This design comes from an exercise in tuning for small area, a short achievable clock period and few clock cycles per item on the open sky130 flow, not from production work. The RTL was checked by simulation tests, not by an equivalence proof against the original design.

==> design.v <==
module riscv_muldiv_unit #(
    parameter int XLEN = 32
) (
    input  logic            clk,
    input  logic            rst,
    input  logic            start_i,
    input  logic [2:0]      op_i,
    input  logic [XLEN-1:0] a_i,
    input  logic [XLEN-1:0] b_i,
    input  logic            kill_i,
    output logic            freeze_pipe,
    output logic            busy_o,
    output logic            done_o,
    output logic [XLEN-1:0] result_o,
    output logic            div_zero_o
);
    localparam int K  = 8;                   
    localparam int NB = K / 2;               
    localparam int ND = (33 + K - 1) / K;    
    localparam int TW = $clog2(ND);
    localparam int BW = ND * K;
    typedef enum logic [2:0] {
        S_IDLE = 3'd0,
        S_MUL  = 3'd1,
        S_PREP = 3'd2,
        S_DIV  = 3'd3,
        S_DONE = 3'd4,
        S_FIX  = 3'd5
    } state_t;
    state_t state;
    logic [1:0]  op_q;       
    logic [32:0] xr;         
    logic [32:0] br;         
    logic [NB-1:0] bo_q;     
    logic [NB-1:0] bt_q;     
    logic [NB-1:0] bn_q;     
    logic [63:0] sr;         
    logic        rs_q;       
    logic [3:0]  cnt;        
    logic        sa_q;       
    logic        sb_q;       
    logic        dz_q;       
    logic [31:0] res_q;      
    logic        neg_q;      
    logic accept;
    assign accept = (state == S_IDLE) & start_i & ~kill_i;
    logic is_div, div_sgn, mul_sga, mul_sgb;
    assign is_div  = op_i[2];
    assign div_sgn = op_i[2] & ~op_i[0];
    assign mul_sga = ~op_i[2] & (op_i[1:0] != 2'd3);
    assign mul_sgb = ~op_i[2] & ~op_i[1];
    function automatic logic [ND-1:0] fits(input logic [32:0] v);
        logic [32:0]   w;
        logic [ND-1:0] f;
        w = v[32] ? ~v : v;
        for (int i = 0; i < ND; i++) begin
            f[i] = ((w >> (K * i + K - 1)) == 33'd0);
        end
        fits = f;
    endfunction
    function automatic logic [K:0] group_sel(input logic [32:0] v, input logic [TW-1:0] t);
        logic [BW:0] e;
        e = {{(BW-32){v[32]}}, v, 1'b0};
        group_sel = e[t*K +: K+1];
    endfunction
    function automatic logic [TW-1:0] enc(input logic [ND-1:0] f);
        logic [TW-1:0] t;
        t = TW'(ND - 1);
        for (int i = ND - 2; i >= 0; i--) begin
            if (f[i]) t = TW'(i);
        end
        enc = t;
    endfunction
    logic [32:0]   a_ext, b_ext;
    logic [ND-1:0] fa, fb;
    logic          swap;
    logic [TW-1:0] tsel;
    assign a_ext = {mul_sga & a_i[31], a_i};
    assign b_ext = {mul_sgb & b_i[31], b_i};
    assign fa    = fits(a_ext);
    assign fb    = fits(b_ext);
    assign swap  = |(fa & ~fb);               
    assign tsel  = swap ? enc(fa) : enc(fb);
    logic [31:0] a_abs, b_abs;
    logic        a_neg, b_neg;
    assign a_neg = div_sgn & a_i[31];
    assign b_neg = div_sgn & b_i[31];
    assign a_abs = cneg(a_i, a_neg);
    assign b_abs = cneg(b_i, b_neg);
    function automatic logic [3*NB-1:0] booth_enc(input logic [K:0] g);
        logic [NB-1:0] o, t, n;
        for (int j = 0; j < NB; j++) begin
            n[j] = g[2*j+2];
            o[j] = g[2*j+1] ^ g[2*j];
            t[j] = (g[2*j+2] & ~g[2*j+1] & ~g[2*j]) | (~g[2*j+2] & g[2*j+1] & g[2*j]);
        end
        booth_enc = {n, t, o};
    endfunction
    logic [63:0] rows [0:NB-1];
    logic [K-1:0] bneg;
    always_comb begin : booth
        logic [33:0] r;
        bneg = '0;
        for (int j = 0; j < NB; j++) begin
            r   = ({34{bo_q[j]}} & {xr[32], xr}) | ({34{bt_q[j]}} & {xr, 1'b0});
            r   = r ^ {34{bn_q[j]}};
            bneg[2*j] = bn_q[j];
            rows[j] = {30'd0, ~r[33], r[32:0]} << (2 * j);
        end
    end
    localparam logic [63:0] BCONST = 64'd0 - ((64'd1 << 33) * (((64'd1 << (2 * NB)) - 64'd1) / 64'd3));
    function automatic logic [63:0] csa_s(input logic [63:0] a, input logic [63:0] b, input logic [63:0] c);
        csa_s = a ^ b ^ c;
    endfunction
    function automatic logic [63:0] csa_c(input logic [63:0] a, input logic [63:0] b, input logic [63:0] c);
        csa_c = {(a[62:0] & b[62:0]) | (a[62:0] & c[62:0]) | (b[62:0] & c[62:0]), 1'b0};
    endfunction
    function automatic logic [63:0] sk_add(input logic [63:0] a, input logic [63:0] b,
                                           input logic cin);
        logic [63:0] g, p, gg, pp;
        g  = a & b;
        p  = a ^ b;
        g[0] = g[0] | (p[0] & cin);
        gg = g;
        pp = p;
        for (int k = 0; k < 6; k++) begin
            for (int i = 0; i < 64; i++) begin
                if ((i >> k) & 1) begin
                    gg[i] = gg[i] | (pp[i] & gg[((i >> k) << k) - 1]);
                    pp[i] = pp[i] & pp[((i >> k) << k) - 1];
                end
            end
        end
        sk_add = p ^ {gg[62:0], cin};
    endfunction
    function automatic logic [31:0] cneg(input logic [31:0] x, input logic neg);
        logic [31:0] o;
        o = x;
        for (int k = 0; k < 5; k++) begin
            for (int i = 0; i < 32; i++) begin
                if ((i >> k) & 1) o[i] = o[i] | o[((i >> k) << k) - 1];
            end
        end
        cneg = x ^ ({o[30:0], 1'b0} & {32{neg}});
    endfunction
    logic [63:0] s_sh, s1a, c1a, s1b, c1b, s2, c2, s3, c3, pr_mul;
    assign s_sh   = {sr[63-K:0], bneg};
    assign s1a    = csa_s(rows[0], rows[1], rows[2]);
    assign c1a    = csa_c(rows[0], rows[1], rows[2]);
    assign s1b    = csa_s(rows[3], s_sh, BCONST);
    assign c1b    = csa_c(rows[3], s_sh, BCONST);
    assign s2     = csa_s(s1a, c1a, s1b);
    assign c2     = csa_c(s1a, c1a, s1b);
    assign s3     = csa_s(s2, c2, c1b);
    assign c3     = csa_c(s2, c2, c1b);
    assign pr_mul = sk_add(s3, c3, 1'b0);
    function automatic logic [5:0] lzc32(input logic [31:0] v);
        logic [5:0] n;
        n = 6'd32;
        for (int i = 0; i < 32; i++) begin
            if (v[i]) n = 6'(31 - i);
        end
        lzc32 = n;
    endfunction
    logic [5:0]  lza, lzb;
    logic [6:0]  sdiff;
    logic        b_zero, q_zero;
    logic [4:0]  sh;
    logic [32:0] d_al;
    assign lza    = lzc32(sr[63:32]);
    assign lzb    = lzc32(xr[31:0]);
    assign sdiff  = {1'b0, lzb} - {1'b0, lza};
    assign b_zero = (xr[31:0] == 32'd0);
    assign q_zero = sr[63:32] < xr[31:0];        
    assign sh     = sdiff[4:0] | 5'd1;
    assign d_al   = {1'b0, xr[31:0]} << sh;
    logic        early;
    logic [31:0] early_res;
    assign early     = (state == S_PREP) & (b_zero | q_zero);
    assign early_res = op_q[1] ? sr[31:0] : {32{b_zero}};
    logic        fix;
    logic [34:0] rr, d1, d2, t1, t2;
    logic        ng1, ng2;
    logic [31:0] r_nx, q_nx, d_fin;
    logic        d_neg;
    assign fix = (state == S_FIX);
    assign rr  = {{3{rs_q}}, sr[63:32]};
    assign d1  = {2'b0, xr & {33{~fix}}} ^ {35{~rs_q}};
    logic [35:0] u1, u2;
    assign u1  = {rr, 1'b1} + {d1, ~rs_q};
    assign t1  = u1[35:1];
    assign ng1 = t1[34];
    assign d2  = {3'b0, xr[32:1]} ^ {35{~ng1}};
    assign u2  = {t1, 1'b1} + {d2, ~ng1};
    assign t2  = u2[35:1];
    assign ng2 = t2[34];
    assign r_nx  = t2[31:0];
    assign q_nx  = {sr[29:0], ~ng1, ~ng2};
    assign d_neg = op_q[1] ? sa_q : (sa_q ^ sb_q);
    assign d_fin = op_q[1] ? r_nx : q_nx;
    assign busy_o      = (state != S_IDLE);
    logic fin;
    assign fin         = (state == S_DONE) | early;
    assign done_o      = fin & ~kill_i;
    assign div_zero_o  = fin & dz_q & ~kill_i;
    assign freeze_pipe = busy_o ? ~fin : (start_i & ~kill_i);
    assign result_o    = early ? early_res : cneg(res_q, neg_q);
    always_ff @(posedge clk or negedge rst) begin
        if (!rst) begin
            state <= S_IDLE;
            res_q <= '0;
            neg_q <= 1'b0;
        end else begin
            unique case (state)
                S_IDLE: begin
                    if (accept) state <= is_div ? S_PREP : S_MUL;
                end
                S_MUL: begin
                    if (kill_i) begin
                        state <= S_IDLE;
                    end else if (cnt[TW-1:0] == '0) begin
                        res_q <= (op_q == 2'd0) ? pr_mul[31:0] : pr_mul[63:32];
                        neg_q <= 1'b0;
                        state <= S_DONE;
                    end
                end
                S_PREP: begin
                    if (kill_i) begin
                        state <= S_IDLE;
                    end else if (early) begin
                        res_q <= early_res;
                        neg_q <= 1'b0;
                        state <= S_IDLE;
                    end else begin
                        state <= S_DIV;
                    end
                end
                S_DIV: begin
                    if (kill_i) begin
                        state <= S_IDLE;
                    end else if (cnt == 4'd0) begin
                        if (op_q[1] & ng2) begin
                            state <= S_FIX;
                        end else begin
                            res_q <= d_fin;
                            neg_q <= d_neg;
                            state <= S_DONE;
                        end
                    end
                end
                S_FIX: begin
                    if (kill_i) begin
                        state <= S_IDLE;
                    end else begin
                        res_q <= r_nx;
                        neg_q <= sa_q;
                        state <= S_DONE;
                    end
                end
                S_DONE: begin
                    state <= S_IDLE;
                end
                default: begin
                    state <= S_IDLE;
                end
            endcase
        end
    end
    always_ff @(posedge clk) begin
        unique case (state)
            S_IDLE: begin
                if (accept) begin
                    op_q <= op_i[1:0];
                    sa_q <= a_neg;
                    sb_q <= b_neg;
                    dz_q <= is_div & (b_i == 32'd0);
                    if (is_div) begin
                        xr   <= {1'b0, b_abs};
                        sr   <= {a_abs, a_i};
                        rs_q <= 1'b0;
                    end else begin
                        xr     <= swap ? b_ext : a_ext;
                        br     <= swap ? a_ext : b_ext;
                        cnt    <= 4'(tsel);
                        {bn_q, bt_q, bo_q} <= booth_enc(group_sel(swap ? a_ext : b_ext, tsel));
                        sr     <= 64'd0;
                    end
                end
            end
            S_MUL: begin
                sr    <= pr_mul;
                cnt   <= cnt - 4'd1;
                {bn_q, bt_q, bo_q} <= booth_enc(group_sel(br, cnt[TW-1:0] - TW'(1)));
            end
            S_PREP: begin
                xr       <= d_al;
                cnt      <= sdiff[4:1];
                sr[31:0] <= 32'd0;
            end
            S_DIV: begin
                if (cnt != 4'd0) xr <= {2'b0, xr[32:2]};
                cnt  <= cnt - 4'd1;
                sr   <= {r_nx, q_nx};
                rs_q <= ng2;
            end
            default: ;
        endcase
    end
endmodule
==> run.sh <==
#!/bin/bash
# synth_recipe.tcl (not shown) runs the flow's synth.tcl, then flattens the netlist and writes it again
# the make line also repeats each setting of config.mk as NAME=value (left out here)
make -C /OpenROAD-flow-scripts/flow DESIGN_CONFIG=/design/flow/config.mk WORK_HOME=/design/flow/orfs CLKGATE_MAP_FILE= SYNTH_SCRIPT=/design/flow/synth_recipe.tcl finish
==> config.mk <==
export PLATFORM = sky130hd
export DESIGN_NAME = riscv_muldiv_unit
export DESIGN_NICKNAME = riscv_muldiv_unit
export VERILOG_FILES = /design/flow/design.v
export SDC_FILE = /design/flow/constraint.sdc
export NUM_CORES = 4
export LEC_CHECK = 0
export ABC_AREA = 1
export CAP_MARGIN = 20
export CORE_MARGIN = 2
export CORE_UTILIZATION = 40
export SETUP_SLACK_MARGIN = 5
export SLEW_MARGIN = 20
==> constraint.sdc <==
create_clock -name core_clock -period 11.0 [get_ports {clk}]
set_input_delay 2.2000 -clock core_clock [delete_from_list [all_inputs] [get_ports {clk}]]
set_output_delay 2.2000 -clock core_clock [all_outputs]
set_load 0.01 [all_outputs]
==> implementation parameters, run 1 <==
Parameter                              Value

Final layout
  Fraction of layout instances using a drive strength above 1 ... 0.143
  Synth-to-layout area growth ... 19.7%
  Area of all placed cells without fillers ... 33,700 um^2
  Total number of nets in the final design ... 4,583

Routing
  Count of unresolved DRC violations after routing ... 0
  Detailed Route WL ... 135,000 um
  Detailed-route wire length per cell ... 26.3 um
  Via density per instance ... 6.06
  Number of violations reported at the end of detailed-routing iteration 0 ... 4,536
  Post-route antenna net violation count ... 0
  DR pass1 iterations ... 8
  Routed via count ... 31.1k

Floorplan
  Total Die Area ... 72,500 um^2
  Chip width ... 269 um
  Number of core rows ... 97
  IO Pins ... 107
  Starting density of the core ... 0.403
  Placeable core area ... 69,900 um^2
  Die height ... 269 um

Synth
  Count of flip-flops with a built-in enable after synthesis ... 152
  Avg Synthesized Cell Area ... 7.01 um^2
  Most numerous cell in the Yosys netlist ... nand2_1
  Yosys synthesis warning count ... 2
  Sequential-to-total area share from yosys stat ... 0.194
  Leading register cell type out of synthesis ... edfxtp_1
  Ranking of synthesized cells by area ... edfxtp_1, nand2_1, ha_1
  Yosys top cell by area ... edfxtp_1
  Number of distinct library cells after synthesis ... 70
  Nets in the synthesized netlist ... 4,422
  Mapped Cells ... 4,017
  FFs w/ async S/R, synth ... 0.191
  Synthesized area ... 28,200 um^2
  Synth Register Bits ... 188
  Synth top area share ... 0.162
  Synth cell count leaders ... nand2_1, inv_1, o21ai_0, a21oi_1, xor2_1

GRT
  Tot GR Track Use ... 0.349
  Pin count of the biggest net entering global routing ... 92
  Number of global-route vias before repair ... 28.1k
  Initial antenna violation count ... 5
  Wire length of the first global-routing pass ... 189,000 um
  Overflow left after global routing ... 0

Clock network
  Root buf cell ... clkbuf_16
  Insertion delay to the later sink of the worst-skew pair ... 0.53 ns
  Clock Tree Buf Depth ... 2
  Clock-pin slew on the worst setup and hold paths ... 0.09 ns
  H-tree lvl count ... 4
  Total clock buffers created by CTS ... 17
  Post-CTS Hold Fix Bufs ... 0
  CTS tree ... done
  Clock sinks ... 188

Placement
  Total half-perimeter wirelength after legalization and detailed placement ... 101,000 um
  Final weighted congestion in routability-driven placement ... 1.01
  Port Buffers ... 106
  Area of placed instances ... 29,900 um^2

STA
  Setup repair after global routing missed its margin ... yes
  Final Hold Fails ... 0
  Max frequency ... 166 MHz
  Period minus WS final ... 6.04 ns
  Setup TNS ... 0 ns
  Endpoints failing setup ... 0
  Final Skew ... 0.0278 ns
  Worst rel slew slack ... 0.304
  Number of pins exceeding their max-slew limit in the final report ... 0
  Final clock period utilization by the worst path ... 0.549
  Worst Tran Pin Value ... 1.04 ns

Critical path
  Worst path cell trace ... clkinvlp_4 -> buf_4 -> ha_4 -> a21oi_1 -> o211a_1 -> o221a_2 -> o211ai_1 -> nand4_1 -> nand2_2 -> nand2_4 -> nand2_4 -> buf_12 -> buf_4 -> clkinvlp_4 -> buf_4 -> buf_6 -> nand2_1 -> o21ai_1 -> buf_2
  Type of element launching the critical path ... flop
  Max stage delay cell, worst path ... edfxtp_1
  Data arrival time of the worst path ... 3.84 ns
  Data required, critical path ... 8.80 ns
  CP bufs+invs ... 8
  Most repeated library cell on the critical path ... buf_4
  Setup Crit Path Kind ... reg2out
  Type of element capturing the critical path ... output port
  Cell family with most CP delay ... buffers and inverters
  Largest stage delay on the critical path ... 0.51 ns
  Crit path max fanout ... 6

Job
  # Max-Cap Violations ... 0

Worst hold path
  Path category of the worst min-delay check ... reg2reg

Outcome
  Outcome ... no timing/DRC/antenna violations
[stage by stage]
step | cells | setup slack (ns) | hold slack, ns | utilization
final | 5134 | 4.96 | 0.570 | 0.482
after global routing | 5131 | 4.77 | 0.600 | 0.482
after floorplan | 4017 | 5.39 | 0.491 | -
after CTS | 5025 | 4.96 | 0.555 | 0.456
after detailed placement | 4890 | 3.84 | 0.536 | 0.428
after global placement | 4890 | 3.91 | 0.526 | 0.427
[kinds of logic after synthesis]
| family | after synthesis | synth area share |
|---|---|---|
| and+or+nand+nor | 1456 | 0.215 |
| AOI/OAI and AO/OA | 1047 | 0.219 |
| buffers and inverters | 640 | 0.0883 |
| xor gates and xnor gates | 352 | 0.110 |
| adders and majority gates | 334 | 0.175 |
| DFF | 188 | 0.194 |
[cell type report]
cell class,count,area [um^2]
Antenna cell,3,7.51
Multi-Input combinational cell,3195,21300
Timing Repair Buffer,343,3170
Tap cell,940,1180
Timing Repair inverter,12,116
Clock buffer,17,425
Clock inverter,15,223
Sequential cell,188,5470
Fill cell,7150,36200
Inverter,421,1760
[final timing paths]
path                          start  slack, ns  cells past startpoint           to
min                        res_q[2]       0.57                      2     res_q[2]
max                           xr[5]       4.96                     19  result_o[2]
min in group asynchronous       rst       1.85                      1     res_q[2]
max reg2reg                   xr[3]       4.98                     32     res_q[1]
min reg2reg                res_q[2]       0.57                      2     res_q[2]
max in group asynchronous       rst       8.42                      1     state[2]
[metal layers]
layer / vias up / wire, um / part of all wire / global-route usage
met5: - / 135 / 0.0010 / 0
met4: 8 / 9600 / 0.071 / 0.202
met3: 431 / 15800 / 0.12 / 0.0823
met2: 2048 / 55100 / 0.41 / 0.509
met1: 14500 / 54300 / 0.40 / 0.471
li1: 14100 / - / - / -
[registers in the layout, summed over array words and instances, names as in the netlist]
name and flops:
sa_q 1, op_q 2, sb_q 1, bn_q 4, xr 33, bo_q 4, sr 64, br 33
neg_q 1, state 3, res_q 32, dz_q 1, cnt 4, rs_q 1, bt_q 4
[cell usage in the layout (no fill, tap or decap), types with 44 or more instances in the layout]
cell type        count
ha_1               229
fa_1                96
buf_4              196
nor2_1             248
o21ai_0            292
xnor2_1             55
edfxtp_1           152
clkdlybuf4s50_1     64
xor2_1             277
clkinvlp_4          44
nand2_1            829
nand3_1            194
a21oi_1            276
o22ai_1            141
o221ai_1            55
inv_1              361
[worst min-delay path, stage by stage (launching register included)]
cell	delay, ns
dfrtp_1	0.33
inv_1	0.08
o21ai_1	0.13
[timing repair]
item                       4_1_cts  5_1_grt
pin swaps                       24       85
resized for setup              195      288
setup endpoints to repair      150      134
cloned                          13       12
buffers inserted                90       94
Testbench counts, summed over its fixed seeds: cycles 14,527, ops 3,200.
==> run 2: changes to the inputs <==
--- a/config.mk
+++ b/config.mk
@@ -6,8 +6,8 @@
 export NUM_CORES = 4
 export LEC_CHECK = 0
 export ABC_AREA = 1
-export CAP_MARGIN = 20
+export CAP_MARGIN = 10
 export CORE_MARGIN = 2
-export CORE_UTILIZATION = 40
+export CORE_UTILIZATION = 50
 export SETUP_SLACK_MARGIN = 5
-export SLEW_MARGIN = 20
+export SLEW_MARGIN = 10
==> implementation parameters, run 2 <==
Parameter                              Value

Placement
  Port Buffers ... 106
  Final weighted congestion in routability-driven placement ... 1.11
  Total half-perimeter wirelength after legalization and detailed placement ... 101,000 um

Final layout
  Leading cell type in the layout, fill and taps excluded ... nand2_1
  Largest register by flop count ... sr
  Post-route core utilization ... 0.600
  Filler Cell Count ... 5,141
  Total number of nets in the final design ... 4,554
  Flip-flop count of the largest register after layout ... 64
  Synth-to-layout area growth ... 18.1%
  Largest registers in the final layout ... sr x64, br x33, xr x33
  Fraction of layout instances using a drive strength above 1 ... 0.131
  Seq. cell area ... 5470 um^2
  Most frequent cells in the layout ... nand2_1, inv_1, o21ai_0, a21oi_1, xor2_1
  Area used by multi-input combinational logic ... 21,400 um^2

GRT
  Wire length of the first global-routing pass ... 191,000 um
  Initial antenna violation count ... 6
  Number of global-route vias before repair ... 29.2k
  Overflow left after global routing ... 0
  Tot GR Track Use ... 0.451
  Pin count of the biggest net entering global routing ... 92

Floorplan
  Placeable core area ... 55,400 um^2
  Chip width ... 241 um
  Total Die Area ... 58,200 um^2
  Number of core rows ... 86
  IO Pins ... 107
  Starting density of the core ... 0.508
  Die height ... 241 um

Worst hold path
  Path category of the worst min-delay check ... reg2reg
  Hold path depth ... 2
  Start point of the worst min-delay path ... res_q[28]

Routing
  Detailed-route wire length per cell ... 27.9 um
  Count of unresolved DRC violations after routing ... 0
  Number of violations reported at the end of detailed-routing iteration 0 ... 5,411
  Detailed Route WL ... 137,000 um
  Post-route antenna net violation count ... 0
  Via density per instance ... 6.56
  DR pass1 iterations ... 9
  Routed via count ... 32.2k

Clock network
  Clock Tree Buf Depth ... 2
  H-tree lvl count ... 4
  Clock sinks ... 188
  Total clock buffers created by CTS ... 17
  Clock-pin slew on the worst setup and hold paths ... 0.09 ns
  Insertion delay to the later sink of the worst-skew pair ... 0.52 ns
  Root buf cell ... clkbuf_16
  Post-CTS Hold Fix Bufs ... 0
  CTS tree ... done

Critical path
  Largest stage delay on the critical path ... 0.47 ns
  Max stage delay cell, worst path ... edfxtp_1
  Critical Path Source ... xr[6]
  Worst r2r src ... state[1]
  Type of element capturing the critical path ... output port
  Reg2Reg Depth ... 39
  Setup Crit Path Kind ... reg2out
  Data required, critical path ... 8.80 ns
  Crit path max fanout ... 12
  Worst setup path endpoint ... result_o[31]
  Data arrival time of the worst path ... 3.81 ns
  Worst R2R End ... res_q[6]
  Worst path cell trace ... buf_4 -> nor4_1 -> nand2_1 -> nor3_1 -> nand3_2 -> nand2_4 -> clkinvlp_4 -> buf_4 -> nor2_1 -> nand2_1 -> o21ai_1 -> buf_2
  Register-to-register setup slack ... 4.99 ns
  Type of element launching the critical path ... flop

Synth
  Synth cell count leaders ... nand2_1, inv_1, o21ai_0, a21oi_1, xor2_1
  Yosys synthesis warning count ... 2
  Synth top area share ... 0.162
  Most numerous cell in the Yosys netlist ... nand2_1
  Combinational family with the most area after synthesis ... compound AO/OA/AOI/OAI gates
  Synthesized area ... 28,200 um^2
  Fraction of the mapped netlist area in compound gates ... 0.219
  Basic-gate share of the synthesized area counting and, or, nand and nor cells ... 0.215
  Mapped Cells ... 4,017
  Count of flip-flops with a built-in enable after synthesis ... 152
  Nets in the synthesized netlist ... 4,422
  Synth Register Bits ... 188
  FFs w/ async S/R, synth ... 0.191
  Yosys top cell by area ... edfxtp_1
  Avg Synthesized Cell Area ... 7.01 um^2
  Leading register cell type out of synthesis ... edfxtp_1
  Number of distinct library cells after synthesis ... 70
  Xor/xnor cell area share of the yosys netlist ... 0.110
  Arithmetic-cell share of the synthesized area counting full adders, half adders and majority gates ... 0.175
  Ranking of synthesized cells by area ... edfxtp_1, nand2_1, ha_1
  Share of synthesized area spent on multiplexers ... 0
  Sequential-to-total area share from yosys stat ... 0.194

STA
  Setup TNS ... 0 ns
  Max frequency ... 166 MHz
  Period minus WS final ... 6.01 ns
  Final Hold Fails ... 0
  Worst Tran Pin Value ... 1.19 ns
  Worst rel slew slack ... 0.202
  Final worst hold slack ... 0.586 ns
  Final clock period utilization by the worst path ... 0.547
  Endpoints failing setup ... 0
  Number of pins exceeding their max-slew limit in the final report ... 0
  Setup repair after global routing missed its margin ... yes
  Final Skew ... 0.0228 ns

Job
  # Max-Cap Violations ... 0

Outcome
  Outcome ... no timing/DRC/antenna violations
run 2: cell count changes in the layout (fill, tap and decap cells not counted), moves of 6 or more:
cell	before	now
o21ai_2	29	22
buf_4	196	177
o21ai_0	292	299
a31oi_4	3	11
clkbuf_2	12	5
nor2_1	248	241
clkinvlp_4	44	33
buf_12	18	12
dlygate4sd2_1	7	19
nor2_4	11	18
a31oi_2	10	4
buf_2	13	2
run 2: layout make-up:
type                    count  share of cell area
clock inverters            15             0.00617
multi-input cells        3195               0.645
diodes                      2            0.000150
repair inverters            7             0.00282
flip-flops and latches    188               0.165
clock buffers              17              0.0128
well taps                 748              0.0281
inverters                 421              0.0529
repair buffers            319              0.0878
run 2: logic make-up (layout without fill, tap and decap cells):
kind of cell	count (synthesis)	after routing
simple gates	1456	1462
compound gates	1047	1047
buf+inv	640	779
xor+xnor	352	352
fa+ha+maj	334	334
flops	188	188
other cells	0	2
run 2: how the worst min path moves through the flow:
| stage | endpoint |
|---|---|
| floorplan | res_q[24] |
| global route | res_q[23] |
| finish | res_q[28] |
| detailed placement | res_q[1] |
| global placement | res_q[1] |
| CTS | res_q[23] |
run 2: per-stage QoR:
step / setup slack [ns] / cell area (um^2) / std cells
after floorplan: 5.39 / 28200 / 4017
final: 4.99 / 33300 / 4912
after global placement: 3.62 / 29700 / 4701
after global routing: 4.79 / 33300 / 4910
after CTS: 4.93 / 31600 / 4819
after detailed placement: 3.64 / 29700 / 4701
run 2: worst max-delay path: cells and delay by family, from the launching register on:
family / cells / cell delay (ns)
AO/OA/AOI/OAI: 1 / 0.12
buffers and inverters: 4 / 0.93
flip-flops: 1 / 0.47
AND/OR/NAND/NOR: 7 / 1.75
run 2: timing repair:
| item | 4_1_cts | 5_1_grt |
|---|---|---|
| endpoints found under the setup margin | 138 | 137 |
| gates resized for setup | 197 | 248 |
| pin swaps | 27 | 60 |
| buffers inserted | 81 | 80 |
| gates cloned | 5 | 11 |
run 2: layer usage:
| metal | up-vias | global-route usage | part of all wire |
|---|---|---|---|
| met4 | 10 | 0.314 | 0.088 |
| met2 | 2631 | 0.652 | 0.40 |
| met1 | 15000 | 0.585 | 0.37 |
| met3 | 571 | 0.120 | 0.14 |
| met5 | - | 0 | 0.00045 |
| li1 | 14000 | - | - |
==> run 3: changes to the inputs <==
==> flow/run.sh (new file) <==
#!/bin/bash
set -euo pipefail
export BUFFER_PORTS_ARGS="-buffer_cell sky130_fd_sc_hd__buf_2"
bash standard.sh finish > standard.log 2>&1
==> standard.sh (new file) <==
#!/bin/bash
# synth_recipe.tcl (not shown) runs the flow's synth.tcl, then flattens the netlist and writes it again
# the make line also repeats each setting of config.mk as NAME=value (left out here)
make -C /OpenROAD-flow-scripts/flow DESIGN_CONFIG=/design/flow/config.mk WORK_HOME=/design/flow/orfs CLKGATE_MAP_FILE= SYNTH_SCRIPT=/design/flow/synth_recipe.tcl "${@:-finish}"
--- a/config.mk
+++ b/config.mk
@@ -6,8 +6,8 @@
 export NUM_CORES = 4
 export LEC_CHECK = 0
 export ABC_AREA = 1
-export CAP_MARGIN = 10
+export CAP_MARGIN = 20
 export CORE_MARGIN = 2
 export CORE_UTILIZATION = 50
 export SETUP_SLACK_MARGIN = 5
-export SLEW_MARGIN = 10
+export SLEW_MARGIN = 20
removed: run.sh
==> implementation parameters, run 3 <==
Parameter                              Value

Synth
  Leading register cell type out of synthesis ... edfxtp_1
  FFs w/ async S/R, synth ... 0.191
  Synth top area share ... 0.162
  Nets in the synthesized netlist ... 4,422
  Synthesized area ... 28,200 um^2
  Avg Synthesized Cell Area ... 7.01 um^2
  Count of flip-flops with a built-in enable after synthesis ... 152
  Yosys synthesis warning count ... 2
  Ranking of synthesized cells by area ... edfxtp_1, nand2_1, ha_1
  Mapped Cells ... 4,017
  Sequential-to-total area share from yosys stat ... 0.194
  Synth Register Bits ... 188
  Number of distinct library cells after synthesis ... 70
  Synth cell count leaders ... nand2_1, inv_1, o21ai_0, a21oi_1, xor2_1
  Most numerous cell in the Yosys netlist ... nand2_1
  Yosys top cell by area ... edfxtp_1

Routing
  Routed via count ... 31.1k
  Detailed-route wire length per cell ... 26.9 um
  Post-route antenna net violation count ... 0
  Count of unresolved DRC violations after routing ... 0
  Detailed Route WL ... 132,000 um
  Via density per instance ... 6.34
  DR pass1 iterations ... 9
  Number of violations reported at the end of detailed-routing iteration 0 ... 4,103

Placement
  Final weighted congestion in routability-driven placement ... 1.05
  Port Buffers ... 106
  Inst Count DP ... 4,703
  Total half-perimeter wirelength after legalization and detailed placement ... 97,500 um

Final layout
  Largest registers in the final layout ... sr x64, br x33, xr x33
  Synth-to-layout area growth ... 15.4%
  Filler Cell Count ... 5,394
  Most frequent cells in the layout ... nand2_1, inv_1, o21ai_0, a21oi_1, xor2_1
  Total number of nets in the final design ... 4,550
  Leading cell type in the layout, fill and taps excluded ... nand2_1
  Flip-flop count of the largest register after layout ... 64
  Final non-filler cell total ... 4,916
  Fraction of layout instances using a drive strength above 1 ... 0.146
  Largest register by flop count ... sr

Floorplan
  Number of core rows ... 86
  Chip width ... 241 um
  Total Die Area ... 58,200 um^2
  Placeable core area ... 55,400 um^2
  Starting density of the core ... 0.508
  Die height ... 241 um
  IO Pins ... 107

Critical path
  Type of element launching the critical path ... flop
  Setup Crit Path Kind ... reg2reg
  Largest stage delay on the critical path ... 0.44 ns
  Most repeated library cell on the critical path ... inv_1
  Data arrival time of the worst path ... 6.40 ns
  Data required, critical path ... 11.40 ns
  Crit path max fanout ... 49
  Type of element capturing the critical path ... flop
  Max stage delay cell, worst path ... dfrtp_1

STA
  Final worst hold slack ... 0.562 ns
  Number of pins exceeding their max-slew limit in the final report ... 0
  Max frequency ... 167 MHz
  Worst Tran Pin Value ... 1.10 ns
  Setup TNS ... 0 ns
  Final Skew ... 0.0222 ns
  Period minus WS final ... 6.00 ns
  Setup repair after global routing missed its margin ... yes
  Final clock period utilization by the worst path ... 0.546
  Worst rel slew slack ... 0.262
  Endpoints failing setup ... 0
  Final Hold Fails ... 0

Clock network
  Insertion delay to the later sink of the worst-skew pair ... 0.51 ns
  Total clock buffers created by CTS ... 17
  Clock Tree Buf Depth ... 2
  Clock sinks ... 188
  Post-CTS Hold Fix Bufs ... 0
  H-tree lvl count ... 4
  Clock-pin slew on the worst setup and hold paths ... 0.09 ns
  Root buf cell ... clkbuf_16
  CTS tree ... done

GRT
  Initial antenna violation count ... 6
  Number of global-route vias before repair ... 27.6k
  Pin count of the biggest net entering global routing ... 92
  Wire length of the first global-routing pass ... 186,000 um
  Tot GR Track Use ... 0.442
  Overflow left after global routing ... 0

Outcome
  Outcome ... no timing/DRC/antenna violations

Worst hold path
  Path category of the worst min-delay check ... reg2reg

Job
  # Max-Cap Violations ... 0
## run 3: layout make-up
class | count | area [um^2] | share of cell area
Inverter | 421 | 1730 | 0.0532
Tap cell | 748 | 936 | 0.0288
Clock inverter | 15 | 181 | 0.00558
Antenna cell | 10 | 25.0 | 0.000770
Sequential cell | 188 | 5470 | 0.168
Multi-Input combinational cell | 3193 | 21200 | 0.653
Clock buffer | 17 | 425 | 0.0131
Timing Repair inverter | 5 | 37.5 | 0.00116
Timing Repair Buffer | 319 | 2480 | 0.0764
## run 3: path summary, 6_finish.rpt
check | depth (start not counted) | to | from | slack [ns]
max reg2reg | 40 | res_q[28] | state[0] | 5.00
min in group asynchronous | 1 | res_q[9] | rst | 1.87
min reg2reg | 2 | res_q[24] | res_q[24] | 0.56
min | 2 | res_q[24] | res_q[24] | 0.56
max in group asynchronous | 1 | state[2] | rst | 8.37
max | 40 | res_q[28] | state[0] | 5.00
## run 3: what timing repair did
action,4_1_cts,5_1_grt
cloned,8,4
gates resized for setup,101,211
setup endpoints to repair,126,127
buffers inserted,102,57
pin swaps,9,65
## run 3: cells by family (layout without fill, tap and decap cells)
logic type               Yosys count  count (layout)  share of synthesized area
XOR/XNOR                         352             352                      0.110
adder cells (fa/ha/maj)          334             334                      0.175
flip-flops                       188             188                      0.194
other                              0              10                          0
AND/OR/NAND/NOR                 1456            1460                      0.215
AO/OA/AOI/OAI                   1047            1047                      0.219
buffers and inverters            640             777                     0.0883
## run 3: critical path: cells and delay by family (launching register included)
| family | cells | cell delay [ns] |
|---|---|---|
| flops | 1 | 0.44 |
| simple gates | 11 | 1.23 |
| xor+xnor | 2 | 0.31 |
| fa+ha+maj | 2 | 0.64 |
| compound gates | 13 | 2.04 |
| buf+inv | 12 | 1.16 |
## run 3: per-layer routing
metal | GRT usage | up-vias | share of wire
li1 | - | 14000 | -
met1 | 0.592 | 14600 | 0.39
met2 | 0.625 | 2170 | 0.40
met3 | 0.135 | 387 | 0.13
met4 | 0.261 | 4 | 0.070
met5 | 0.00505 | - | 0.00040
## run 3: stage by stage
step	setup slack [ns]	area, um^2	utilization
6_report	5.00	32500	0.586
5_1_grt	4.74	32500	0.586
4_1_cts	4.96	31100	0.562
3_5_place_dp	3.92	29200	0.526
3_3_place_gp	4.02	29200	0.526
2_1_floorplan	5.39	28200	-
==> run 4: changes to the inputs <==
--- a/design.v
+++ b/design.v
@@ -204,7 +204,7 @@
     assign done_o      = fin & ~kill_i;
     assign div_zero_o  = fin & dz_q & ~kill_i;
     assign freeze_pipe = busy_o ? ~fin : (start_i & ~kill_i);
-    assign result_o    = early ? early_res : cneg(res_q, neg_q);
+    assign result_o    = early ? early_res : (neg_q ? -res_q : res_q);
     always_ff @(posedge clk or negedge rst) begin
         if (!rst) begin
             state <= S_IDLE;
==> implementation parameters, run 4 <==
Parameter                              Value

STA
  Max frequency ... 162 MHz
  Period minus WS final ... 6.19 ns
  Final Skew ... 0.0243 ns
  Worst rel slew slack ... 0.137
  Endpoints failing setup ... 0
  Worst setup slack after layout ... 4.81 ns
  Number of pins exceeding their max-slew limit in the final report ... 0
  Setup TNS ... 0 ns
  Setup repair after global routing missed its margin ... yes
  Final clock period utilization by the worst path ... 0.563
  Worst Tran Pin Value ... 1.28 ns
  Final Hold Fails ... 0

GRT
  Wire length of the first global-routing pass ... 189,000 um
  Overflow left after global routing ... 0
  Number of global-route vias before repair ... 28.4k
  Tot GR Track Use ... 0.435
  Pin count of the biggest net entering global routing ... 98
  Initial antenna violation count ... 5

Critical path
  Crit path max fanout ... 3
  Worst path cell trace ... inv_2 -> ha_4 -> inv_2 -> nor3_4 -> nor3b_2 -> inv_1 -> nor3_2 -> inv_1 -> nor3_2 -> inv_1 -> nor3_2 -> inv_2 -> nor4_4 -> nand2_1 -> o41ai_4 -> o21ai_2 -> xor2_2 -> o21ai_4 -> buf_2
  Largest stage delay on the critical path ... 0.40 ns
  CP bufs+invs ... 7
  Type of element launching the critical path ... flop
  Setup Crit Path Kind ... reg2out
  Max stage delay cell, worst path ... dfrtp_1
  Cell family with most CP delay ... simple AND/OR/NAND/NOR gates
  Data arrival time of the worst path ... 3.99 ns
  Type of element capturing the critical path ... output port
  Data required, critical path ... 8.80 ns

Worst hold path
  Path category of the worst min-delay check ... reg2reg

Synth
  Synth top area share ... 0.161
  Fraction of the mapped netlist area in compound gates ... 0.226
  Nets in the synthesized netlist ... 4,417
  Avg Synthesized Cell Area ... 7.06 um^2
  Arithmetic-cell share of the synthesized area counting full adders, half adders and majority gates ... 0.174
  Synth Register Bits ... 188
  Synth cell count leaders ... nand2_1, inv_1, o21ai_0, a21oi_1, xor2_1
  Combinational family with the most area after synthesis ... compound AO/OA/AOI/OAI gates
  Basic-gate share of the synthesized area counting and, or, nand and nor cells ... 0.204
  FFs w/ async S/R, synth ... 0.191
  Mapped Cells ... 4,011
  Sequential-to-total area share from yosys stat ... 0.193
  Xor/xnor cell area share of the yosys netlist ... 0.112
  Ranking of synthesized cells by area ... edfxtp_1, ha_1, nand2_1
  Synthesized area ... 28,300 um^2
  Count of flip-flops with a built-in enable after synthesis ... 152
  Share of synthesized area spent on multiplexers ... 0
  Yosys top cell by area ... edfxtp_1
  Leading register cell type out of synthesis ... edfxtp_1
  Yosys synthesis warning count ... 2
  Number of distinct library cells after synthesis ... 68
  Most numerous cell in the Yosys netlist ... nand2_1

Routing
  Count of unresolved DRC violations after routing ... 0
  Number of violations reported at the end of detailed-routing iteration 0 ... 4,841
  Detailed Route WL ... 134,000 um
  Routed via count ... 31.5k
  Detailed-route wire length per cell ... 27.3 um
  Post-route antenna net violation count ... 0
  Via density per instance ... 6.41
  DR pass1 iterations ... 9

Floorplan
  Placeable core area ... 56,200 um^2
  Chip width ... 242 um
  IO Pins ... 107
  Total Die Area ... 58,500 um^2
  Number of core rows ... 87
  Starting density of the core ... 0.504
  Die height ... 242 um

Outcome
  Outcome ... no timing/DRC/antenna violations

Final layout
  Largest registers in the final layout ... sr x64, br x33, xr x33
  Most frequent cells in the layout ... nand2_1, inv_1, o21ai_0, a21oi_1, xor2_1
  Final non-filler cell total ... 4,907
  Area used by multi-input combinational logic ... 21,100 um^2
  Flip-flop count of the largest register after layout ... 64
  Filler Cell Count ... 5,479
  Leading cell type in the layout, fill and taps excluded ... nand2_1
  Synth-to-layout area growth ... 14.8%
  Seq. cell area ... 5470 um^2
  Fraction of layout instances using a drive strength above 1 ... 0.137
  Total number of nets in the final design ... 4,543
  Largest register by flop count ... sr

Clock network
  CTS tree ... done
  H-tree lvl count ... 4
  Total clock buffers created by CTS ... 17
  Clock sinks ... 188
  Insertion delay to the later sink of the worst-skew pair ... 0.52 ns
  Clock Tree Buf Depth ... 2
  Post-CTS Hold Fix Bufs ... 0
  Root buf cell ... clkbuf_16
  Clock-pin slew on the worst setup and hold paths ... 0.09 ns

Placement
  Inst Count DP ... 4,713
  Place WS ... 3.78 ns
  Total half-perimeter wirelength after legalization and detailed placement ... 98,800 um
  Final weighted congestion in routability-driven placement ... 1.06
  Port Buffers ... 106

Job
  # Max-Cap Violations ... 0
[run 4: path summary, 6_finish.rpt]
path	cells after the start	slack, ns	startpoint	to
worst max-delay path	19	4.81	res_q[0]	result_o[28]
worst min-delay path	2	0.57	res_q[14]	res_q[14]
worst max register to register	22	5.01	xr[15]	res_q[0]
worst min register to register	2	0.57	res_q[14]	res_q[14]
max in group asynchronous	1	8.78	rst	state[2]
min in group asynchronous	1	1.72	rst	res_q[18]
[run 4: cell families after synthesis]
group,Yosys count
AO/OA/AOI/OAI,1085
XOR/XNOR,361
adder cells (fa/ha/maj),335
buffers and inverters,662
AND/OR/NAND/NOR,1380
flip-flops,188
[run 4: layout make-up]
cell class                      instances  share of cell area
Timing Repair Buffer                  312              0.0770
Tap cell                              756              0.0291
Inverter                              448              0.0564
Multi-Input combinational cell       3166               0.648
Antenna cell                            1           0.0000770
Sequential cell                       188               0.168
Timing Repair inverter                  4             0.00131
Clock inverter                         15             0.00635
Clock buffer                           17              0.0131
[run 4: repair_timing]
action	in CTS	in global routing
buffers inserted	77	69
setup endpoints to repair	144	142
gates cloned	5	8
pin swaps	14	45
gates resized for setup	93	157
hold endpoints to repair	0	0
[run 4: layer usage]
layer	wire length [um]	share of wire	GRT usage
met5	155	0.0012	0
met4	10300	0.076	0.278
met3	18900	0.14	0.113
met2	53400	0.40	0.614
met1	51600	0.38	0.589
[run 4: tightest hold or removal path, cell delays in order, from the launching register on]
cell and delay [ns]:
dfrtp_1 0.41, nand2_1 0.06, o21ai_0 0.06
[run 4: stage by stage]
| stage | instance area, um^2 | hold slack (ns) | utilization |
|---|---|---|---|
| 6_report | 32500 | 0.565 | 0.579 |
| 5_1_grt | 32500 | 0.580 | 0.579 |
| 4_1_cts | 31100 | 0.555 | 0.555 |
| 3_5_place_dp | 29400 | 0.537 | 0.523 |
| 3_3_place_gp | 29400 | 0.533 | 0.523 |
| 2_1_floorplan | 28300 | 0.452 | - |
Testbench counts of run 4, summed over its fixed seeds: cycles 14,527, ops 3,200.
==> run 5: changes to the inputs <==
--- a/design.v
+++ b/design.v
@@ -29,6 +29,8 @@
     } state_t;
     state_t state;
     logic [1:0]  op_q;       
+    logic        hi_q;       
+    logic        md_q;       
     logic [32:0] xr;         
     logic [32:0] br;         
     logic [NB-1:0] bo_q;     
@@ -204,7 +206,11 @@
     assign done_o      = fin & ~kill_i;
     assign div_zero_o  = fin & dz_q & ~kill_i;
     assign freeze_pipe = busy_o ? ~fin : (start_i & ~kill_i);
-    assign result_o    = early ? early_res : (neg_q ? -res_q : res_q);
+    logic        mdn;
+    logic [31:0] m_res;
+    assign mdn         = (state == S_DONE) & md_q;
+    assign m_res       = hi_q ? sr[63:32] : sr[31:0];
+    assign result_o    = early ? early_res : (mdn ? m_res : (neg_q ? -res_q : res_q));
     always_ff @(posedge clk or negedge rst) begin
         if (!rst) begin
             state <= S_IDLE;
@@ -219,8 +225,6 @@
                     if (kill_i) begin
                         state <= S_IDLE;
                     end else if (cnt[TW-1:0] == '0) begin
-                        res_q <= (op_q == 2'd0) ? pr_mul[31:0] : pr_mul[63:32];
-                        neg_q <= 1'b0;
                         state <= S_DONE;
                     end
                 end
@@ -258,6 +262,10 @@
                     end
                 end
                 S_DONE: begin
+                    if (md_q) begin
+                        res_q <= m_res;
+                        neg_q <= 1'b0;
+                    end
                     state <= S_IDLE;
                 end
                 default: begin
@@ -271,6 +279,8 @@
             S_IDLE: begin
                 if (accept) begin
                     op_q <= op_i[1:0];
+                    hi_q <= (op_i[1:0] != 2'd0);
+                    md_q <= ~is_div;
                     sa_q <= a_neg;
                     sb_q <= b_neg;
                     dz_q <= is_div & (b_i == 32'd0);
==> run.sh (new file) <==
#!/bin/bash
# synth_recipe.tcl (not shown) runs the flow's synth.tcl, then flattens the netlist and writes it again
# the make line also repeats each setting of config.mk as NAME=value (left out here)
make -C /OpenROAD-flow-scripts/flow DESIGN_CONFIG=/design/flow/config.mk WORK_HOME=/design/flow/orfs CLKGATE_MAP_FILE= SYNTH_SCRIPT=/design/flow/synth_recipe.tcl finish
removed: flow/run.sh
removed: standard.sh
==> implementation parameters, run 5 <==
Parameter                              Value

Clock network
  H-tree lvl count ... 4
  Clock Tree Buf Depth ... 2
  Clock-pin slew on the worst setup and hold paths ... 0.09 ns
  CTS tree ... done
  Root buf cell ... clkbuf_16
  Insertion delay to the later sink of the worst-skew pair ... 0.53 ns
  Total clock buffers created by CTS ... 17
  Post-CTS Hold Fix Bufs ... 0
  Clock sinks ... 189

GRT
  Wire length of the first global-routing pass ... 200,000 um
  Pin count of the biggest net entering global routing ... 110
  Overflow left after global routing ... 0
  Tot GR Track Use ... 0.458
  Initial antenna violation count ... 4
  Number of global-route vias before repair ... 29.1k

Critical path
  Worst R2R End ... sr[62]
  Data arrival time of the worst path ... 3.94 ns
  Setup Crit Path Kind ... reg2out
  Reg2Reg Depth ... 39
  Data required, critical path ... 8.80 ns
  Type of element capturing the critical path ... output port
  Type of element launching the critical path ... flop
  Register-to-register setup slack ... 5.06 ns
  Crit path max fanout ... 3
  Worst r2r src ... xr[4]

Synth
  Synthesized area ... 28,900 um^2
  Synth cell count leaders ... nand2_1, inv_1, o21ai_0, a21oi_1, xor2_1
  Most numerous cell in the Yosys netlist ... nand2_1
  Synth Register Bits ... 189
  Leading register cell type out of synthesis ... edfxtp_1
  Nets in the synthesized netlist ... 4,533
  FFs w/ async S/R, synth ... 0.190
  Mapped Cells ... 4,127
  Yosys synthesis warning count ... 2
  Yosys top cell by area ... edfxtp_1
  Avg Synthesized Cell Area ... 7.00 um^2
  Synth top area share ... 0.159
  Sequential-to-total area share from yosys stat ... 0.190
  Number of distinct library cells after synthesis ... 75
  Count of flip-flops with a built-in enable after synthesis ... 153
  Ranking of synthesized cells by area ... edfxtp_1, nand2_1, ha_1

STA
  Setup TNS ... 0 ns
  Setup repair after global routing missed its margin ... yes
  Number of pins exceeding their max-slew limit in the final report ... 0
  Final worst hold slack ... 0.527 ns
  Final Skew ... 0.0188 ns
  Worst Tran Pin Value ... 1.12 ns
  Final clock period utilization by the worst path ... 0.558
  Max frequency ... 163 MHz
  Endpoints failing setup ... 0
  Period minus WS final ... 6.14 ns
  Worst setup slack after layout ... 4.86 ns
  Worst rel slew slack ... 0.253
  Final Hold Fails ... 0

Outcome
  Outcome ... no timing/DRC/antenna violations

Routing
  Detailed-route wire length per cell ... 28.4 um
  Detailed Route WL ... 143,000 um
  Post-route antenna net violation count ... 0
  Via density per instance ... 6.50
  DR pass1 iterations ... 7
  Number of violations reported at the end of detailed-routing iteration 0 ... 4,679
  Count of unresolved DRC violations after routing ... 0
  Routed via count ... 32.6k

Floorplan
  Die height ... 244 um
  Total Die Area ... 59,700 um^2
  Placeable core area ... 57,400 um^2
  IO Pins ... 107
  Starting density of the core ... 0.503
  Chip width ... 244 um
  Number of core rows ... 88

Placement
  Place WS ... 3.64 ns
  Port Buffers ... 106
  Total half-perimeter wirelength after legalization and detailed placement ... 106,000 um
  Final weighted congestion in routability-driven placement ... 1.06

Final layout
  Total number of nets in the final design ... 4,650
  Most frequent cells in the layout ... nand2_1, inv_1, o21ai_0, a21oi_1, xor2_1
  Fraction of layout instances using a drive strength above 1 ... 0.127
  Area used by multi-input combinational logic ... 21,600 um^2
  Largest register by flop count ... sr
  Seq. cell area ... 5500 um^2
  Synth-to-layout area growth ... 16.4%
  Leading cell type in the layout, fill and taps excluded ... nand2_1
  Filler Cell Count ... 5,574
  Largest registers in the final layout ... sr x64, br x33, xr x33
  Flip-flop count of the largest register after layout ... 64

Worst hold path
  End of the worst hold path ... res_q[31]
  Hold path depth ... 2
  Start point of the worst min-delay path ... res_q[31]
  Path category of the worst min-delay check ... reg2reg

Job
  # Max-Cap Violations ... 0
## run 5: changes by cell type in the layout (fill, tap and decap cells not counted), sizes merged, moves of 16 or more
cell / delta
nand2: +91
clkdlybuf4s50: +68
o211ai: +28
xor2: -39
inv: +16
dlygate4sd2: +31
nor2: -18
xnor2: -25
o21ai: +43
buf: -93
## run 5: cell type report
cell class	instances	area share
well taps	765	0.0285
diodes	2	0.000149
flip-flops and latches	189	0.164
repair buffers	323	0.0894
clock inverters	15	0.00670
multi-input cells	3252	0.643
inverters	460	0.0556
repair inverters	1	0.000484
clock buffers	17	0.0127
## run 5: worst max-delay path, cell delays in order (launching register included)
cell and delay, ns:
edfxtp_1 0.51, ha_1 0.31, o21ai_0 0.07, nand2_1 0.07, a21o_1 0.16, a21oi_1 0.12
o21ai_0 0.09, a21oi_1 0.26, o211ai_1 0.18, nand4_1 0.13, o2111ai_2 0.18, a21oi_2 0.28
buf_4 0.16, buf_4 0.14, nand2_1 0.11, nand2_1 0.12, clkdlybuf4s50_1 0.53
## run 5: stage by stage
step	std cells	utilization	instance area, um^2
after global placement	4823	0.529	30400
after CTS	4924	0.557	31900
after global routing	5022	0.586	33600
after detailed placement	4823	0.529	30400
after floorplan	4127	-	28900
final	5024	0.586	33600
## run 5: timing repair
item                       CTS  global route
buffers inserted            67            90
pin swaps                   13            73
setup endpoints to repair  124            99
gates resized for setup    126           174
cloned                       2             8
## run 5: worst max-delay path by stage
| stage | from | to | slack (ns) |
|---|---|---|---|
| floorplan | bn_q[0] | sr[43] | 5.63 |
| global placement | kill_i | freeze_pipe | 3.59 |
| detailed placement | kill_i | freeze_pipe | 3.64 |
| CTS | kill_i | freeze_pipe | 4.85 |
| global route | xr[4] | sr[62] | 4.84 |
| finish | sr[33] | result_o[29] | 4.86 |
## run 5: cells by family (layout without fill, tap and decap cells)
| group | count (synthesis) | count (layout) | share of synthesized area |
|---|---|---|---|
| buffers and inverters | 692 | 816 | 0.0952 |
| multiplexers | 1 | 1 | 0.000390 |
| AND/OR/NAND/NOR | 1461 | 1467 | 0.216 |
| XOR/XNOR | 297 | 297 | 0.0901 |
| flip-flops | 189 | 189 | 0.190 |
| adder cells (fa/ha/maj) | 335 | 335 | 0.171 |
| AO/OA/AOI/OAI | 1152 | 1152 | 0.237 |
| other | 0 | 2 | 0 |
## run 5: routing by layer
metal,up-vias,wire (um),GRT usage
met3,513,19700,0.131
met1,15300,53700,0.600
met5,-,55,0
li1,14500,-,-
met2,2359,58500,0.670
met4,8,10900,0.270
Testbench counts of run 5, summed over its fixed seeds: cycles 14,527, ops 3,200.
==> run 6: changes to the inputs <==
--- a/design.v
+++ b/design.v
@@ -29,8 +29,6 @@
     } state_t;
     state_t state;
     logic [1:0]  op_q;       
-    logic        hi_q;       
-    logic        md_q;       
     logic [32:0] xr;         
     logic [32:0] br;         
     logic [NB-1:0] bo_q;     
@@ -42,6 +40,7 @@
     logic        sa_q;       
     logic        sb_q;       
     logic        dz_q;       
+    logic        qz_q;       
     logic [31:0] res_q;      
     logic        neg_q;      
     logic accept;
@@ -172,22 +171,20 @@
     assign lza    = lzc32(sr[63:32]);
     assign lzb    = lzc32(xr[31:0]);
     assign sdiff  = {1'b0, lzb} - {1'b0, lza};
-    assign b_zero = (xr[31:0] == 32'd0);
-    assign q_zero = sr[63:32] < xr[31:0];        
+    assign b_zero = dz_q;
+    assign q_zero = qz_q;
     assign sh     = sdiff[4:0] | 5'd1;
     assign d_al   = {1'b0, xr[31:0]} << sh;
     logic        early;
     logic [31:0] early_res;
     assign early     = (state == S_PREP) & (b_zero | q_zero);
     assign early_res = op_q[1] ? sr[31:0] : {32{b_zero}};
-    logic        fix;
     logic [34:0] rr, d1, d2, t1, t2;
     logic        ng1, ng2;
     logic [31:0] r_nx, q_nx, d_fin;
     logic        d_neg;
-    assign fix = (state == S_FIX);
     assign rr  = {{3{rs_q}}, sr[63:32]};
-    assign d1  = {2'b0, xr & {33{~fix}}} ^ {35{~rs_q}};
+    assign d1  = {2'b0, xr} ^ {35{~rs_q}};
     logic [35:0] u1, u2;
     assign u1  = {rr, 1'b1} + {d1, ~rs_q};
     assign t1  = u1[35:1];
@@ -206,11 +203,7 @@
     assign done_o      = fin & ~kill_i;
     assign div_zero_o  = fin & dz_q & ~kill_i;
     assign freeze_pipe = busy_o ? ~fin : (start_i & ~kill_i);
-    logic        mdn;
-    logic [31:0] m_res;
-    assign mdn         = (state == S_DONE) & md_q;
-    assign m_res       = hi_q ? sr[63:32] : sr[31:0];
-    assign result_o    = early ? early_res : (mdn ? m_res : (neg_q ? -res_q : res_q));
+    assign result_o    = early ? early_res : cneg(res_q, neg_q);
     always_ff @(posedge clk or negedge rst) begin
         if (!rst) begin
             state <= S_IDLE;
@@ -225,6 +218,8 @@
                     if (kill_i) begin
                         state <= S_IDLE;
                     end else if (cnt[TW-1:0] == '0) begin
+                        res_q <= (op_q == 2'd0) ? pr_mul[31:0] : pr_mul[63:32];
+                        neg_q <= 1'b0;
                         state <= S_DONE;
                     end
                 end
@@ -256,16 +251,12 @@
                     if (kill_i) begin
                         state <= S_IDLE;
                     end else begin
-                        res_q <= r_nx;
+                        res_q <= t1[31:0];
                         neg_q <= sa_q;
                         state <= S_DONE;
                     end
                 end
                 S_DONE: begin
-                    if (md_q) begin
-                        res_q <= m_res;
-                        neg_q <= 1'b0;
-                    end
                     state <= S_IDLE;
                 end
                 default: begin
@@ -279,11 +270,10 @@
             S_IDLE: begin
                 if (accept) begin
                     op_q <= op_i[1:0];
-                    hi_q <= (op_i[1:0] != 2'd0);
-                    md_q <= ~is_div;
                     sa_q <= a_neg;
                     sb_q <= b_neg;
                     dz_q <= is_div & (b_i == 32'd0);
+                    qz_q <= a_abs < b_abs;
                     if (is_div) begin
                         xr   <= {1'b0, b_abs};
                         sr   <= {a_abs, a_i};
@@ -308,7 +298,7 @@
                 sr[31:0] <= 32'd0;
             end
             S_DIV: begin
-                if (cnt != 4'd0) xr <= {2'b0, xr[32:2]};
+                xr   <= (cnt != 4'd0) ? {2'b0, xr[32:2]} : {1'b0, xr[32:1]};
                 cnt  <= cnt - 4'd1;
                 sr   <= {r_nx, q_nx};
                 rs_q <= ng2;
==> implementation parameters, run 6 <==
Parameter                              Value

Outcome
  Outcome ... no timing/DRC/antenna violations

Critical path
  Data arrival time of the worst path ... 3.82 ns
  CP bufs+invs ... 7
  Most repeated library cell on the critical path ... nor2_4
  Largest stage delay on the critical path ... 0.42 ns
  Max stage delay cell, worst path ... dfrtp_1
  Cell family with most CP delay ... simple AND/OR/NAND/NOR gates
  Type of element capturing the critical path ... output port
  Setup Crit Path Kind ... reg2out
  Type of element launching the critical path ... flop
  Data required, critical path ... 8.80 ns
  Crit path max fanout ... 3

Final layout
  Filler Cell Count ... 5,275
  Largest registers in the final layout ... sr x64, br x33, xr x33
  Most frequent cells in the layout ... nand2_1, inv_1, o21ai_0, a21oi_1, xor2_1
  Seq. cell area ... 5500 um^2
  Flip-flop count of the largest register after layout ... 64
  Fraction of layout instances using a drive strength above 1 ... 0.139
  Total number of nets in the final design ... 4,620
  Largest register by flop count ... sr
  Post-route core utilization ... 0.601
  Synth-to-layout area growth ... 18.9%
  Leading cell type in the layout, fill and taps excluded ... nand2_1
  Final non-filler cell total ... 4,988
  Area used by multi-input combinational logic ... 21,500 um^2

Synth
  Sequential-to-total area share from yosys stat ... 0.192
  Synth top area share ... 0.161
  Synth cell count leaders ... nand2_1, inv_1, o21ai_0, a21oi_1, xor2_1
  Share of synthesized area spent on multiplexers ... 0
  Fraction of the mapped netlist area in compound gates ... 0.220
  Yosys synthesis warning count ... 2
  Arithmetic-cell share of the synthesized area counting full adders, half adders and majority gates ... 0.172
  Synthesized area ... 28,600 um^2
  Ranking of synthesized cells by area ... edfxtp_1, nand2_1, ha_1
  Count of flip-flops with a built-in enable after synthesis ... 153
  Most numerous cell in the Yosys netlist ... nand2_1
  Synth Register Bits ... 189
  Combinational family with the most area after synthesis ... compound AO/OA/AOI/OAI gates
  Number of distinct library cells after synthesis ... 76
  Avg Synthesized Cell Area ... 7.06 um^2
  FFs w/ async S/R, synth ... 0.190
  Xor/xnor cell area share of the yosys netlist ... 0.115
  Leading register cell type out of synthesis ... edfxtp_1
  Yosys top cell by area ... edfxtp_1
  Basic-gate share of the synthesized area counting and, or, nand and nor cells ... 0.206
  Mapped Cells ... 4,049
  Nets in the synthesized netlist ... 4,454

STA
  Worst setup slack after layout ... 4.98 ns
  Setup repair after global routing missed its margin ... yes
  Final Hold Fails ... 0
  Final clock period utilization by the worst path ... 0.547
  Final Skew ... 0.0177 ns
  Number of pins exceeding their max-slew limit in the final report ... 0
  Worst rel slew slack ... 0.198
  Worst Tran Pin Value ... 1.19 ns
  Period minus WS final ... 6.02 ns
  Endpoints failing setup ... 0
  Setup TNS ... 0 ns
  Max frequency ... 166 MHz

Clock network
  CTS tree ... done
  Insertion delay to the later sink of the worst-skew pair ... 0.53 ns
  H-tree lvl count ... 4
  Clock sinks ... 189
  Clock Tree Buf Depth ... 2
  Total clock buffers created by CTS ... 17
  Root buf cell ... clkbuf_16
  Clock-pin slew on the worst setup and hold paths ... 0.09 ns

GRT
  Overflow left after global routing ... 0
  Initial antenna violation count ... 7
  Tot GR Track Use ... 0.438
  Pin count of the biggest net entering global routing ... 79
  Number of global-route vias before repair ... 28.7k
  Wire length of the first global-routing pass ... 191,000 um

Floorplan
  IO Pins ... 107
  Starting density of the core ... 0.506
  Chip width ... 243 um
  Placeable core area ... 56,500 um^2
  Number of core rows ... 87
  Total Die Area ... 59,100 um^2
  Die height ... 243 um

Placement
  Total half-perimeter wirelength after legalization and detailed placement ... 102,000 um
  Place WS ... 3.46 ns
  Inst Count DP ... 4,744
  Final weighted congestion in routability-driven placement ... 1.02
  Port Buffers ... 106

Routing
  Count of unresolved DRC violations after routing ... 0
  Number of violations reported at the end of detailed-routing iteration 0 ... 4,217
  Detailed Route WL ... 137,000 um
  Routed via count ... 31.7k
  Post-route antenna net violation count ... 0
  Via density per instance ... 6.36
  Detailed-route wire length per cell ... 27.4 um
  DR pass1 iterations ... 9

Worst hold path
  Path category of the worst min-delay check ... reg2reg

Job
  # Max-Cap Violations ... 0
-- run 6: cells by family (layout without fill, tap and decap cells) --
family / count (synthesis) / in the layout
other cells: 0 / 4
xor+xnor: 375 / 375
simple gates: 1378 / 1381
flops: 189 / 189
fa+ha+maj: 334 / 334
buf+inv: 701 / 876
compound gates: 1072 / 1073
-- run 6: final cells by class --
type,count,share of cell area
antenna,4,0.000295
clock inverter,15,0.00656
tap,756,0.0278
multi-input combinational,3163,0.632
sequential,189,0.162
clock buffer,17,0.0125
timing repair inverter,2,0.000442
timing repair buffer,368,0.101
inverter,474,0.0573
-- run 6: worst register-to-register path, delay by kind of cell (launching register included) --
| family | cells | cell delay (ns) |
|---|---|---|
| AOI/OAI and AO/OA | 11 | 1.76 |
| adders and majority gates | 4 | 1.64 |
| buffers and inverters | 5 | 0.92 |
| and+or+nand+nor | 3 | 0.57 |
| DFF | 1 | 0.49 |
| xor gates and xnor gates | 2 | 0.44 |
-- run 6: worst paths after layout --
kind	start	end	slack (ns)	cells after the start
worst max register to register	xr[30]	res_q[24]	5.06	25
worst min register to register	res_q[8]	res_q[8]	0.50	2
worst max-delay path	res_q[1]	result_o[31]	4.98	28
min in group asynchronous	rst	res_q[14]	1.69	1
worst min-delay path	res_q[8]	res_q[8]	0.50	2
max in group asynchronous	rst	res_q[28]	8.89	1
-- run 6: metrics by stage --
stage / instance area (um^2) / hold WS, ns
floorplan: 28600 / 0.453
global placement: 30200 / 0.470
detailed placement: 30200 / 0.476
CTS: 32000 / 0.499
global route: 34000 / 0.522
finish: 34000 / 0.503
-- run 6: repair_timing --
| action | in CTS | in global routing |
|---|---|---|
| hold buffers | 0 | 0 |
| endpoints found under the setup margin | 117 | 114 |
| setup buffers | 97 | 96 |
| gates resized for setup | 132 | 228 |
| pin swaps | 21 | 61 |
| gates cloned | 5 | 9 |
-- run 6: per-layer routing --
metal  global-route usage  vias up  share of wire
li1                     -    14200              -
met1                0.567    14800           0.38
met2                0.657     2199           0.42
met3                0.107      519           0.12
met4                0.271        8          0.081
met5                    0        -        0.00041
Testbench counts of run 6, summed over its fixed seeds: cycles 14,527, ops 3,200.

[static timing again, ports no longer ideal]
No port has a modelled driver above. Below, the same layouts with a new extraction and two added sets of constraints.
Step 1 assumes that a clkbuf_16 drives the clock port and a buf_2 every other input.
Step 2 moves the port delays by t, midway between the first and last clock arrival at a register: inputs arrive t later, outputs are due t later. That takes back most of the time a late clock gives input paths.
Slacks: ideal ports / drivers / drivers and shift; pairs: ideal ports / drivers.
| run | t (ns) | slack for setup (ns) | worst setup path after step 2 | slew at the worst register clock pin (ns) | cell pins on the clock port's net |
|---|---|---|---|---|---|
| run 1 | 0.581 | 4.963 / 4.898 / 4.660 | input to register | 0.10 / 0.10 | 1 |
| run 2 | 0.571 | 4.987 / 4.923 / 4.528 | input to register | 0.09 / 0.09 | 1 |
| run 3 | 0.565 | 4.998 / 4.988 / 4.802 | input to register | 0.09 / 0.09 | 1 |
| run 4 | 0.579 | 4.810 / 4.743 / 4.697 | input to register | 0.10 / 0.10 | 1 |
| run 5 | 0.585 | 4.860 / 4.794 / 4.591 | input to register | 0.10 / 0.10 | 1 |
| run 6 | 0.586 | 4.983 / 4.918 / 4.564 | input to register | 0.10 / 0.10 | 1 |
After both steps setup and hold are still met in every run listed. The setup slack of run 2, which loses most, moves by -0.064 ns with the drivers and by -0.459 ns with both steps.
